Context: an optimization exercise on an open-source flow, tuned for small area. The choices shown serve that exercise and are no tape-out recipe. The RTL was checked by simulation tests, not by an equivalence proof against the original design. Power figures rest on the tool's default switching activity, not on a simulated workload.

--- config.mk ---
export PLATFORM = sky130hd
export DESIGN_NAME = reg_fetch_mp
export DESIGN_NICKNAME = reg_fetch_mp
export VERILOG_FILES = /design/flow/design.v
export SDC_FILE = /design/flow/constraint.sdc
export NUM_CORES = 4
export LEC_CHECK = 0
export ABC_AREA = 1
export CAP_MARGIN = 20
export CORE_MARGIN = 2
export CORE_UTILIZATION = 40
export CTS_BUF_LIST = sky130_fd_sc_hd__clkbuf_8
export PLACE_DENSITY = 0.75
export SLEW_MARGIN = 20
--- constraint.sdc ---
create_clock -name core_clock -period 5.0 [get_ports {i_clk}]
set_input_delay 1.0000 -clock core_clock [delete_from_list [all_inputs] [get_ports {i_clk}]]
set_output_delay 1.0000 -clock core_clock [all_outputs]
set_load 0.01 [all_outputs]
--- design.v ---
`default_nettype none
module reg_fetch_mp #(
    parameter int XLEN      = 32,
    parameter int NUM_REGS  = 32,
    parameter int NUM_RD    = 2,
    parameter int NUM_WB    = 2,
    parameter int PAYLOAD_W = 64,
    parameter int IDX_W     = $clog2(NUM_REGS)
) (
    input  logic                      i_clk,
    input  logic                      i_rst,
    input  logic                      i_flush,
    input  logic                      i_stall,
    input  logic                      i_valid,
    input  logic [PAYLOAD_W-1:0]      i_payload,
    input  logic [NUM_RD-1:0]         i_rs_valid,
    input  logic [NUM_RD*IDX_W-1:0]   i_rs_idx,
    input  logic [NUM_WB-1:0]         i_wb_valid,
    input  logic [NUM_WB*IDX_W-1:0]   i_wb_idx,
    input  logic [NUM_WB*XLEN-1:0]    i_wb_data,
    output logic                      o_valid,
    output logic [PAYLOAD_W-1:0]      o_payload,
    output logic [NUM_RD-1:0]         o_rs_valid,
    output logic [NUM_RD*XLEN-1:0]    o_rs_data
);
    logic [XLEN-1:0]      r_regs     [1:NUM_REGS-1];
    logic [XLEN-1:0]      w_regs_nxt [1:NUM_REGS-1];
    logic                 r_valid;
    logic [PAYLOAD_W-1:0] r_payload;
    logic [NUM_RD-1:0]    r_rs_valid;
    logic [XLEN-1:0]      r_rs_data  [NUM_RD];
    logic [IDX_W-1:0]     r_held_idx [NUM_RD];
    logic [IDX_W-1:0]     w_wb_idx   [NUM_WB];
    logic [XLEN-1:0]      w_wb_data  [NUM_WB];
    logic w_clr, w_adv, w_hold;
    assign w_clr  = i_rst | i_flush;
    assign w_adv  = ~w_clr & ~i_stall;
    assign w_hold = ~w_clr &  i_stall;
    generate
        for (genvar w = 0; w < NUM_WB; w++) begin : g_wb_unpack
            assign w_wb_idx[w]  = i_wb_idx[w*IDX_W +: IDX_W];
            assign w_wb_data[w] = i_wb_data[w*XLEN +: XLEN];
        end
    endgenerate
    generate
        for (genvar r = 1; r < NUM_REGS; r++) begin : g_rf
            logic w_hit0, w_hit1, w_s0, w_s1, w_sh;
            assign w_hit0 = i_wb_valid[0] & (w_wb_idx[0] == IDX_W'(r));
            assign w_hit1 = i_wb_valid[1] & (w_wb_idx[1] == IDX_W'(r));
            assign w_s1   = ~i_rst &  w_hit1;
            assign w_s0   = ~i_rst &  w_hit0 & ~w_hit1;
            assign w_sh   = ~i_rst & ~w_hit0 & ~w_hit1;
            assign w_regs_nxt[r] = ({XLEN{w_sh}} & r_regs[r])
                                 | ({XLEN{w_s1}} & w_wb_data[1])
                                 | ({XLEN{w_s0}} & w_wb_data[0]);
            always_ff @(posedge i_clk) begin
                r_regs[r] <= w_regs_nxt[r];
            end
        end
    endgenerate
    generate
        for (genvar p = 0; p < NUM_RD; p++) begin : g_rd
            logic [IDX_W-1:0] w_idx;
            logic             w_v;
            logic [XLEN-1:0]  w_rd;
            assign w_idx = w_adv ? i_rs_idx[p*IDX_W +: IDX_W] : r_held_idx[p];
            assign w_v   = (w_adv & i_rs_valid[p]) | (w_hold & r_rs_valid[p]);
            always_comb begin
                w_rd = '0;
                for (int r = 1; r < NUM_REGS; r++) begin
                    w_rd = w_rd | ({XLEN{w_idx == IDX_W'(r)}} & w_regs_nxt[r]);
                end
            end
            always_ff @(posedge i_clk) begin
                r_rs_data[p]  <= {XLEN{w_v}} & w_rd;
                r_held_idx[p] <= {IDX_W{~i_rst}} & w_idx;
            end
            assign o_rs_data[p*XLEN +: XLEN] = r_rs_data[p];
        end
    endgenerate
    always_ff @(posedge i_clk) begin
        r_valid    <= (w_adv & i_valid) | (w_hold & r_valid);
        r_payload  <= ({PAYLOAD_W{w_adv}} & i_payload) | ({PAYLOAD_W{w_hold}} & r_payload);
        r_rs_valid <= ({NUM_RD{w_adv}} & i_rs_valid) | ({NUM_RD{w_hold}} & r_rs_valid);
    end
    assign o_valid    = r_valid;
    assign o_payload  = r_payload;
    assign o_rs_valid = r_rs_valid;
endmodule
`default_nettype wire
--- flow/run.sh ---
#!/bin/bash
# Own layout flow: the standard synthesis, then an area-only re-map of the
# combinational logic (registers untouched), then the standard layout steps.
set -euo pipefail
W=$(pwd)
R=$W/orfs/results/${FLOW_PLATFORM}/reg_fetch_mp/base
bash standard.sh synth > $W/flow_synth.log 2>&1
cp $R/1_2_yosys.v $W/std_synth.v
REMAP_IN=$W/std_synth.v REMAP_OUT=$W/remap.v REMAP_SCRIPT=$W/flow/area.abc \
REMAP_LIB=$FLOW_HOME/platforms/${FLOW_PLATFORM}/lib/sky130_fd_sc_hd__tt_025C_1v80.lib \
REMAP_DONTUSE=$W/flow/dontuse.txt REMAP_TOP=$FLOW_TOP \
  yosys -c $W/flow/remap.tcl > $W/flow_remap.log 2>&1
cp $W/remap.v $R/1_2_yosys.v
rm -f $R/1_synth.odb $R/1_synth.sdc
# Clock tree without dummy loads; small port buffers.
bash standard.sh \
  "CTS_ARGS=-sink_clustering_enable -repair_clock_nets -dont_use_dummy_load -sink_clustering_size 14 -sink_clustering_max_diameter 40 -buf_list {sky130_fd_sc_hd__clkbuf_8}" \
  "BUFFER_PORTS_ARGS=-buffer_cell sky130_fd_sc_hd__buf_1" \
  finish > $W/flow_layout.log 2>&1
--- flow/area.abc ---
strash
dch
amap
--- flow/dontuse.txt ---
sky130_fd_sc_hd__probe_p_8 sky130_fd_sc_hd__probec_p_8 sky130_fd_sc_hd__lpflow_bleeder_1 sky130_fd_sc_hd__lpflow_clkbufkapwr_1 sky130_fd_sc_hd__lpflow_clkbufkapwr_16 sky130_fd_sc_hd__lpflow_clkbufkapwr_2 sky130_fd_sc_hd__lpflow_clkbufkapwr_4 sky130_fd_sc_hd__lpflow_clkbufkapwr_8 sky130_fd_sc_hd__lpflow_clkinvkapwr_1 sky130_fd_sc_hd__lpflow_clkinvkapwr_16 sky130_fd_sc_hd__lpflow_clkinvkapwr_2 sky130_fd_sc_hd__lpflow_clkinvkapwr_4 sky130_fd_sc_hd__lpflow_clkinvkapwr_8 sky130_fd_sc_hd__lpflow_decapkapwr_12 sky130_fd_sc_hd__lpflow_decapkapwr_3 sky130_fd_sc_hd__lpflow_decapkapwr_4 sky130_fd_sc_hd__lpflow_decapkapwr_6 sky130_fd_sc_hd__lpflow_decapkapwr_8 sky130_fd_sc_hd__lpflow_inputiso0n_1 sky130_fd_sc_hd__lpflow_inputiso0p_1 sky130_fd_sc_hd__lpflow_inputiso1n_1 sky130_fd_sc_hd__lpflow_inputiso1p_1 sky130_fd_sc_hd__lpflow_inputisolatch_1 sky130_fd_sc_hd__lpflow_isobufsrc_1 sky130_fd_sc_hd__lpflow_isobufsrc_16 sky130_fd_sc_hd__lpflow_isobufsrc_2 sky130_fd_sc_hd__lpflow_isobufsrc_4 sky130_fd_sc_hd__lpflow_isobufsrc_8 sky130_fd_sc_hd__lpflow_isobufsrckapwr_16 sky130_fd_sc_hd__lpflow_lsbuf_lh_hl_isowell_tap_1 sky130_fd_sc_hd__lpflow_lsbuf_lh_hl_isowell_tap_2 sky130_fd_sc_hd__lpflow_lsbuf_lh_hl_isowell_tap_4 sky130_fd_sc_hd__lpflow_lsbuf_lh_isowell_4 sky130_fd_sc_hd__lpflow_lsbuf_lh_isowell_tap_1 sky130_fd_sc_hd__lpflow_lsbuf_lh_isowell_tap_2 sky130_fd_sc_hd__lpflow_lsbuf_lh_isowell_tap_4
--- flow/remap.tcl ---
# Re-map the combinational logic of the standard synthesis netlist for area.
# Sequential and tie cells are kept exactly as the standard synthesis made
# them (same instances, names and cell types); every other cell is expanded
# to its liberty function and mapped again by ABC with an area-only mapper.
# env: REMAP_IN REMAP_OUT REMAP_SCRIPT REMAP_LIB REMAP_DONTUSE REMAP_TOP
set lib $::env(REMAP_LIB)
set f [open $::env(REMAP_DONTUSE)]; set du [string trim [read $f]]; close $f
set duargs {}
foreach c $du { lappend duargs -dont_use $c }
yosys read_liberty -ignore_miss_func $lib
yosys blackbox sky130_fd_sc_hd__*df* sky130_fd_sc_hd__*dl* sky130_fd_sc_hd__conb*
yosys read_verilog $::env(REMAP_IN)
yosys hierarchy -top $::env(REMAP_TOP)
yosys flatten
yosys rename -hide w:*.*
yosys opt_clean -purge
yosys abc -script $::env(REMAP_SCRIPT) -liberty $lib {*}$duargs
yosys setundef -zero
yosys splitnets
yosys opt_clean -purge
yosys hilomap -singleton -hicell sky130_fd_sc_hd__conb_1 HI -locell sky130_fd_sc_hd__conb_1 LO
yosys insbuf -buf sky130_fd_sc_hd__buf_4 A X
yosys opt_clean -purge
yosys stat -liberty $lib
yosys write_verilog -noattr -noexpr -nohex -nodec $::env(REMAP_OUT)
--- standard.sh ---
#!/bin/bash
# synth_recipe.tcl (not shown) runs the flow's synth.tcl, then flattens the netlist and writes it again
# the make line also repeats each setting of config.mk as NAME=value (left out here)
make -C /OpenROAD-flow-scripts/flow DESIGN_CONFIG=/design/flow/config.mk WORK_HOME=/design/flow/orfs CLKGATE_MAP_FILE= SYNTH_SCRIPT=/design/flow/synth_recipe.tcl "${@:-finish}"
==> summary.txt, run 1 <==
clock skew=0.1321 ns; io pins=roughly 290; outcome=timing/DRC/antenna clean; 1st-iter DRT viols=18,490; setup repair bufs after CTS=0; die area=0.1214 mm²; Reg2Reg Depth=8; Yosys warnings=7; Peak Freq=0.2272 GHz; largest net degree at the start of global routing=66; CP Launch Type=input port; Fin Setup TNS=0 ns; Worst Max-Slew Pin Slew=1.242 ns; DRC viols=0; CTS sink count=~1,100; chip width=348.4 µm; Chip Height=348.4 µm; Pins Over Slew Limit=0; CTS Buf Count=between 100 and 150; cts hold-fix bufs=0; Clk Latency, worst-skew pair=between 0.9 and 1 ns; Max Fanout on Critical Path=32; post-DR wirelength/cell=approximately 38 µm; Slew HR=0.1703; share of cells above drive strength 1=0.1082; fin nets=5,965; Crit. End Element=register; r2r setup slk=1.60 ns; WL final=280,100 µm; final std cell area, no fill=between 0.05 and 0.06 mm²; Place WS=0.03665 ns; H-tree depth=4; CTS tree=yes; CTS root buf=clkbuf_8; RR Endpoint=r_rs_data[1][0]$_DFF_P_; endpoints failing hold=0; setup violators final=0; Tcrit/Tclk final=0.8804; via count=59,050; Core Box Area=between 0.1 and 0.15 mm²; vias in the first global route=53,830; Avg Inst Size Synth=9.509 µm²; RSZ-0062 raised after global routing=false; drt first pass iters=23; critical path data required time=5.63 ns; Total GRT Usage=0.4352; Cell Pwr Density=between 200 and 300 mW/mm²; standard-cell row count=126; PortBufs=287; Starting Density=0.4024; routability cong.=1.045; Leakage=18.44 nW; dpl cell area=about 0.055 mm²; max-cap violation count=0; DRT antenna net count=0; grt total ovfl=0; HP Class=in2reg; first-pass GRT wire length=slightly below 400,000 µm; post-DP HPWL=166,700 µm; worst min-delay path startpoint=i_payload[36]; peak supply drop=216.6 µV; Worst Setup Path Type=in2reg; final worst slack=0.5980 ns; post-cts resize count=0; Synth Cell Area=0.04745 mm²; Area growth syn-to-layout=20.15%; Vias/cell=roughly 8; initial antenna violation count=21; Final min period=4.402 ns; Hold Path Sink=r_payload[36]$_DFF_P_; FF-to-FF Start=r_held_idx[1][2]$_DFF_P_; syn_nets=roughly 5,100; Max clock buf depth=3; hold path depth=2; worst path arrival time=approximately 5.0 ns; cells after synthesis=about 5,000; clock slew at reported path FFs=0.09 ns
## placed cells by master (no fill, tap or decap)
master,n
a222oi_1,928
diode_2,22
nand2b_1,2
or2_1,47
or2_2,1
clkbuf_4,1
o221ai_1,39
o21bai_1,24
clkinv_1,1074
a22oi_2,2
or2_0,12
a21oi_1,25
or3_1,35
dfxtp_1,1133
nor3_4,4
buf_4,301
nand2_1,62
o22ai_1,995
nand4_1,20
nor2_4,28
nor3_1,2
a41oi_1,64
clkbuf_8,145
a22o_1,65
buf_6,2
nand2b_2,2
nor2_1,111
buf_12,79
nor4_1,254
nor2b_4,3
buf_16,2
nor4_2,5
buf_1,286
nor3_2,53
## flip-flops by register name, summed over array words and instances (netlist names)
register and flops:
r_rs_valid 2, r_rs_data 64, r_held_idx 10, r_valid 1, r_payload 64, r_regs 992
## through the flow
step / utilization / power [mW] / cells / hold WS (ns)
finish: 0.4835 / 16.83 / 7364 / 0.2781
global route: 0.4832 / 17.07 / 7349 / 0.2931
CTS: 0.4824 / 16.54 / 7340 / 0.2861
detailed placement: 0.4655 / 10.92 / 7195 / 0.4484
global placement: 0.4653 / 10.89 / 7193 / 0.4446
floorplan: - / 9.912 / 4990 / 0.4307
## where the power goes
| group | internal [mW] | switching, mW |
|---|---|---|
| Clock | 2.56 | 3.38 |
| Sequential | 9.16 | 0.0438 |
| Combinational | 0.366 | 1.32 |
## critical path, cell delays in order
cell,delay (ns)
clkbuf_4,0.22
or2_0,0.34
nor2_4,0.15
clkinv_1,0.32
o22ai_1,0.56
clkinv_1,0.33
nand4_1,0.18
or2_1,0.16
buf_12,0.28
o22ai_1,0.14
nor4_1,0.98
a41oi_1,0.34
## how the worst max path moves through the flow
stage	startpoint	endpoint	slack, ns	depth (start not counted)
2_1_floorplan	i_flush	r_rs_data[1][9]$_DFF_P_	0.009	9
3_3_place_gp	i_rst	r_rs_data[1][0]$_DFF_P_	0.05	12
3_5_place_dp	i_rst	r_rs_data[1][0]$_DFF_P_	0.04	12
4_1_cts	i_rst	r_rs_data[1][0]$_DFF_P_	0.90	12
5_1_grt	i_rst	r_rs_data[1][0]$_DFF_P_	0.58	13
6_report	i_rst	r_rs_data[1][0]$_DFF_P_	0.60	12
## routing by layer
metal  GRT usage  vias to the layer above  share of wire
met5    0.004402                        -        0.00060
met4      0.3641                       18           0.11
met3      0.2496                     2161           0.21
met2      0.5657                     7026           0.36
met1      0.5072                    27150           0.32
li1            -                    22700              -
## area by class of cell
cell class | instances | area (µm²)
antenna | 22 | 55.05
inverter | 1074 | 4031
clock buffer | 145 | 1996
timing repair buffer | 671 | 5000
sequential | 1133 | 22680
fill | 11110 | 60910
tap | 1536 | 1922
multi-input combinational | 2783 | 21330
==> run 2: changes to the inputs <==
--- a/config.mk
+++ b/config.mk
@@ -6,9 +6,8 @@
 export NUM_CORES = 4
 export LEC_CHECK = 0
 export ABC_AREA = 1
-export CAP_MARGIN = 20
+export CAP_MARGIN = 10
 export CORE_MARGIN = 2
 export CORE_UTILIZATION = 40
 export CTS_BUF_LIST = sky130_fd_sc_hd__clkbuf_8
-export PLACE_DENSITY = 0.75
-export SLEW_MARGIN = 20
+export SLEW_MARGIN = 10
==> run 2 against run 1 <==
Still clean. Global-route usage shrank 0.18 points. Core utilization grew 0.70 points. Largest power group unchanged. Synthesized cell count is the same. Total power grew 1.8%. Cell count grew 1.5%. Worst hold slack gained 0.021 ns.
==> summary.txt, run 2 <==
CTS root buf=clkbuf_8; crit path cell chain=clkbuf_4, or2_0, nor2_4, clkinv_1, o22ai_1, clkinv_1, nand4_1, or2_2, buf_4, o22ai_1, nor4_1, buf_4, a41oi_1; Crit-path slowest cell=nor4_1; cts hold-fix bufs=0 (unchanged); Crit path largest cell delay=0.83 ns (-0.15 ns); WL final=278,700 µm (-0.53%); Top reg by flops=r_regs; clock slew at reported path FFs=0.08 ns (about the same); Avg Inst Size Synth=9.509 µm² (unchanged); Crit. End Element=register; Peak Freq=0.2200 GHz (-3.2%); H-tree depth=4 (unchanged); CP Launch Type=input port; endpoints failing hold=0 (unchanged); CTS Buf Count=160 (+10%); Area growth syn-to-layout=21.89%; Chip Height=348.4 µm (unchanged); cells after synthesis=4,990 (unchanged); peak supply drop=293.3 µV (+35%); setup repair bufs after CTS=0 (unchanged); fin nets=6,082 (+2.0%); # fillers=11,290 (+1.7%); Largest regs=r_regs: 992 flops, r_payload: 64 flops, r_rs_data: 64 flops; setup violators final=0 (unchanged); DRT antenna net count=0 (unchanged); outcome=timing/DRC/antenna clean; Yosys warnings=7 (unchanged); Worst Path Buf+Inv=5 (+1); vias in the first global route=52,120 (-3.2%); Tcrit/Tclk final=0.9092 (+0.02881); Non-Filler Instances=7,477 (+1.5%); Slew HR=0.1150 (-0.05526); Final min period=4.546 ns (+0.1440 ns); syn_nets=5,147 (unchanged); Fin Setup TNS=0 ns (unchanged); Clk Latency, worst-skew pair=0.92 ns (-0.04 ns); standard-cell row count=126 (unchanged); routability cong.=1.082 (+3.5%); via count=57,630 (-2.4%); grt total ovfl=0 (unchanged); share of cells above drive strength 1=0.1273 (+0.01914); post-DP HPWL=182,300 µm (+9.4%); Pins Over Slew Limit=0 (unchanged); Cell Pwr Density=296.3 mW/mm² (+0.40%); io pins=288 (unchanged); RSZ-0062 raised after global routing=false; most frequent cells in the layout=dfxtp_1 (1,133), clkinv_1 (1,074), o22ai_1 (995), a222oi_1 (928), buf_4 (412); clock skew=0.08611 ns (-0.04603 ns); Max Fanout on Critical Path=13 (-59%); DRC viols=0 (unchanged); hold_ws=0.2990 ns (+0.02084 ns); Vias/cell=7.708 (-3.9%); drt first pass iters=17 (-26%); worst path arrival time=5.29 ns (+0.25 ns); Core Box Area=0.1179 mm² (unchanged); post-cts resize count=0 (unchanged); CTS tree=yes; Worst Setup Path Type=in2reg; Top delay family on crit path=simple AND/OR/NAND/NOR gates; PortBufs=287 (unchanged); die area=0.1214 mm² (unchanged); initial antenna violation count=15 (-29%); largest net degree at the start of global routing=63 (-4.5%); Max clock buf depth=3 (unchanged); Worst Max-Slew Pin Slew=1.320 ns (+0.07865 ns); post-DR wirelength/cell=37.27 µm (-2.0%); Leakage=18.95 nW (+2.8%); HP Class=in2reg; critical path data required time=5.75 ns (+0.12 ns); CTS sink count=1,133 (unchanged); Total GRT Usage=0.4334 (-0.001777); max reg flops=992 (unchanged); 1st-iter DRT viols=17,140 (-7.3%); Inst Count DP=7,297 (+1.4%); chip width=348.4 µm (unchanged); Synth Cell Area=0.04745 mm² (unchanged); max-cap violation count=0 (unchanged); Starting Density=0.4024 (unchanged); first-pass GRT wire length=381,000 µm (-0.99%); commonest non-fill, non-tap cell in the layout=dfxtp_1
## run 2: worst paths after layout
| path | startpoint | to | slack (ns) | cells after the start |
|---|---|---|---|---|
| worst max-delay path | i_rst | r_rs_data[1][13]$_DFF_P_ | 0.45 | 13 |
| worst max register to register | r_held_idx[1][2]$_DFF_P_ | r_rs_data[1][13]$_DFF_P_ | 1.28 | 9 |
| worst min register to register | r_regs[15][25]$_DFF_P_ | r_regs[15][25]$_DFF_P_ | 0.47 | 2 |
| worst min-delay path | i_payload[39] | r_payload[39]$_DFF_P_ | 0.30 | 2 |
## run 2: per-layer routing
layer,vias to the layer above,track usage,share of wire
met4,18,0.3017,0.084
li1,22970,-,-
met3,1439,0.2129,0.19
met1,27000,0.5421,0.35
met5,-,0.006002,0.00097
met2,6205,0.5736,0.38
## run 2: final cells by class
class,instances,area (µm²),area share
Sequential cell,1133,22680,0.3922
Multi-Input combinational cell,2783,21300,0.3683
Timing Repair Buffer,773,5652,0.09772
Inverter,1074,4031,0.06970
Clock buffer,160,2202,0.03807
Tap cell,1536,1922,0.03323
Antenna cell,18,45.04,0.0007788
## run 2: where the power goes
part	switching [mW]	internal (mW)	leakage, nW
clock	3.45	2.81	1.15
sequential	0.0422	9.16	9.15
combinational	1.29	0.376	8.65
total	4.78	12.4	19.0
## run 2: per-stage QoR
stage	util	worst slack (ns)	instance area (µm²)	total power, mW
3_5_place_dp	0.4711	-0.01383	55550	10.93
3_3_place_gp	0.4711	0.01418	55550	10.92
2_1_floorplan	-	0.008857	47460	9.912
6_report	0.4905	0.4540	57840	17.14
4_1_cts	0.4897	0.8718	57750	16.96
5_1_grt	0.4902	0.5194	57800	17.42
==> run 3: changes to the inputs <==
--- a/config.mk
+++ b/config.mk
@@ -6,8 +6,9 @@
 export NUM_CORES = 4
 export LEC_CHECK = 0
 export ABC_AREA = 1
-export CAP_MARGIN = 10
+export CAP_MARGIN = 15
 export CORE_MARGIN = 2
 export CORE_UTILIZATION = 40
 export CTS_BUF_LIST = sky130_fd_sc_hd__clkbuf_8
-export SLEW_MARGIN = 10
+export PLACE_DENSITY = 0.75
+export SLEW_MARGIN = 15
==> run 3 against run 2 <==
Clock-buffer cell count shrank 16. Core utilization decreased by 0.76 points. Design area decreased by 1.6%. Highest routed layer unchanged. Non-clock buffer count shrank 105. Critical endpoint is now r_rs_data[1][0]$_DFF_P_. First-iteration DRC count is 8.6% higher. Clock power decreased by 5.4%. Fmax grew 0.55%. Critical path type unchanged. Register-to-register slack gained 0.19 ns. Total power decreased by 2.0%. Via count rose by 2.2%.
==> summary.txt, run 3 <==
outcome=timing/DRC/antenna clean; DRC viols=0 (unchanged); clock skew=0.1033 ns (+0.01723 ns); Worst Setup Path Type=in2reg; Inst Count DP=7,193 (-1.4%); CTS tree=yes; Largest regs=r_regs: 992 flops, r_payload: 64 flops, r_rs_data: 64 flops; final std cell area, no fill=0.05693 mm² (-1.6%); share of cells above drive strength 1=0.1074 (-0.01992); H-tree depth=4 (unchanged); post-DP HPWL=166,700 µm (-8.6%); routability cong.=1.045 (-3.3%); Crit. End Element=register; Chip Height=348.4 µm (unchanged); Max clock buf depth=3 (unchanged); cells after synthesis=4,990 (unchanged); r2r setup slk=1.47 ns (+0.19 ns); HP Class=in2reg; Clk Latency, worst-skew pair=0.91 ns (about the same); worst path arrival time=5.10 ns (-0.19 ns); Slew HR=0.1128 (-0.002234); RSZ-0062 raised after global routing=false; DRT antenna net count=0 (unchanged); initial antenna violation count=24 (+9); # fillers=11,050 (-2.2%); Worst Max-Slew Pin Slew=1.331 ns (+0.01055 ns); Leakage=18.40 nW (-2.9%); first-pass GRT wire length=384,500 µm (+0.93%); Final min period=4.521 ns (-0.02468 ns); via count=58,890 (+2.2%); drt first pass iters=23 (+6); post-cts resize count=0 (unchanged); setup violators final=0 (unchanged); Finished Core Util=0.4828 (-0.007650); CTS root buf=clkbuf_8; endpoints failing hold=0 (unchanged); grt total ovfl=0 (unchanged); Area growth syn-to-layout=19.98%; commonest non-fill, non-tap cell in the layout=dfxtp_1; post-DR wirelength/cell=38.03 µm (+2.0%); Cell Pwr Density=295.1 mW/mm² (-0.41%); Max Fanout on Critical Path=22 (+9); Non-Filler Instances=7,362 (-1.5%); largest net degree at the start of global routing=66 (+4.8%); 1st-iter DRT viols=18,610 (+8.6%); Top reg by flops=r_regs; most frequent cells in the layout=dfxtp_1 (1,133), clkinv_1 (1,074), o22ai_1 (995), a222oi_1 (928), buf_4 (301); Avg Inst Size Synth=9.509 µm² (unchanged); Tcrit/Tclk final=0.9043 (-0.004936); vias in the first global route=53,600 (+2.8%); peak supply drop=176.0 µV (-40%); max reg flops=992 (unchanged); dpl cell area=0.05487 mm² (-1.2%); syn_nets=5,147 (unchanged); Core Box Area=0.1179 mm² (unchanged); Pins Over Slew Limit=0 (unchanged); Peak Freq=0.2212 GHz (+0.55%); fin nets=5,961 (-2.0%); die area=0.1214 mm² (unchanged); critical path data required time=5.58 ns (-0.17 ns); standard-cell row count=126 (unchanged); Synth Cell Area=0.04745 mm² (unchanged); setup repair bufs after CTS=0 (unchanged); chip width=348.4 µm (unchanged); CP Launch Type=input port; cts hold-fix bufs=0 (unchanged); io pins=288 (unchanged); Starting Density=0.4024 (unchanged); CTS sink count=1,133 (unchanged); clock slew at reported path FFs=0.08 ns (about the same); Vias/cell=7.999 (+3.8%); max-cap violation count=0 (unchanged); PortBufs=287 (unchanged); WL final=279,900 µm (+0.46%); CTS Buf Count=144 (-10%); Total GRT Usage=0.4355 (+0.002138); Yosys warnings=7 (unchanged)
-- run 3: cell count changes in the layout (fill, tap and decap cells not counted), moves of 3 or more --
cell	change
or3_1	+3
buf_4	-111
or3_2	-3
clkbuf_8	-17
or2_1	+5
diode_2	+6
buf_12	+7
or2_2	-5
-- run 3: power by group --
group / total, mW / internal (mW) / switching, mW / leakage, nW
Sequential: 9.20 / 9.16 / 0.0441 / 9.15
Combinational: 1.67 / 0.361 / 1.31 / 8.21
Clock: 5.92 / 2.54 / 3.38 / 1.04
-- run 3: cell type report --
cell class	count	area, µm²	area share
Timing Repair Buffer	668	4942	0.08681
Sequential cell	1133	22680	0.3984
Antenna cell	24	60.06	0.001055
Inverter	1074	4031	0.07081
Clock buffer	144	1982	0.03481
Tap cell	1536	1922	0.03376
Multi-Input combinational cell	2783	21320	0.3744
-- run 3: worst max-delay path: stages --
cell and delay [ns]:
clkbuf_4 0.24, or2_0 0.35, nor2_4 0.15, clkinv_1 0.31, o22ai_1 0.49, clkinv_1 0.23
nand2_1 0.18, or3_1 0.14, or2_1 0.09, buf_4 0.46, o22ai_1 0.19, nor4_1 0.90
a41oi_1 0.35
-- run 3: final timing paths --
check / to / startpoint / cells past startpoint
setup reg to reg: r_rs_data[1][0]$_DFF_P_ / r_held_idx[1][0]$_DFF_P_ / 9
hold reg to reg: r_regs[17][23]$_DFF_P_ / r_regs[17][23]$_DFF_P_ / 2
hold / removal: r_payload[58]$_DFF_P_ / i_payload[58] / 2
setup / recovery: r_rs_data[1][0]$_DFF_P_ / i_rst / 13
-- run 3: metal layers --
metal	up-vias	GRT usage	routed length, µm
met1	27020	0.5080	89830
met2	7062	0.5636	101700
met5	-	0.02121	337
met4	22	0.3716	31340
met3	2068	0.2459	56770
li1	22720	-	-
-- run 3: per-stage QoR --
| step | setup slack [ns] | hold slack, ns | setup TNS, ns | power [mW] |
|---|---|---|---|---|
| final | 0.4787 | 0.3156 | 0 | 16.80 |
| after global routing | 0.4341 | 0.2986 | 0 | 17.05 |
| after CTS | 0.8002 | 0.2960 | 0 | 16.51 |
| after detailed placement | -0.03105 | 0.4484 | -0.03105 | 10.91 |
| after global placement | 0.05286 | 0.4446 | 0 | 10.89 |
| after floorplan | 0.008857 | 0.4307 | 0 | 9.912 |

## port drivers added, routing unchanged
In the flow no input, the clock included, has a driving cell. The finished layouts below were timed again as built, in two steps.
Step 1 (the two cells are an assumption about what drives the block):
set clk [get_ports {i_clk}]
set_driving_cell -lib_cell sky130_fd_sc_hd__clkbuf_16 $clk
set_driving_cell -lib_cell sky130_fd_sc_hd__buf_2 [delete_from_list [all_inputs] $clk]
Step 2 times the ports against the registers' clock, not the clock port: input delays grow and output delays shrink by t, the midpoint of the rising clock arrivals with the driver on.
a / b / c = ideal ports / drivers / drivers and shift; a / b = the first two.
run | shift t [ns] | setup slack, ns | clock arrival spread, ns | slew at the worst register clock pin (ns)
run 1 | 0.957 | 0.598 / 0.639 / -0.318 | 0.150 / 0.150 | 0.09 / 0.09
run 2 | 0.938 | 0.454 / 0.498 / -0.440 | 0.106 / 0.107 | 0.09 / 0.09
run 3 | 0.924 | 0.479 / 0.524 / -0.400 | 0.124 / 0.124 | 0.09 / 0.09
Met with ideal ports but missed after step 2: setup timing in every run listed. The setup slack of run 1, which loses most, moves by +0.041 ns with the drivers and by -0.916 ns with both steps.
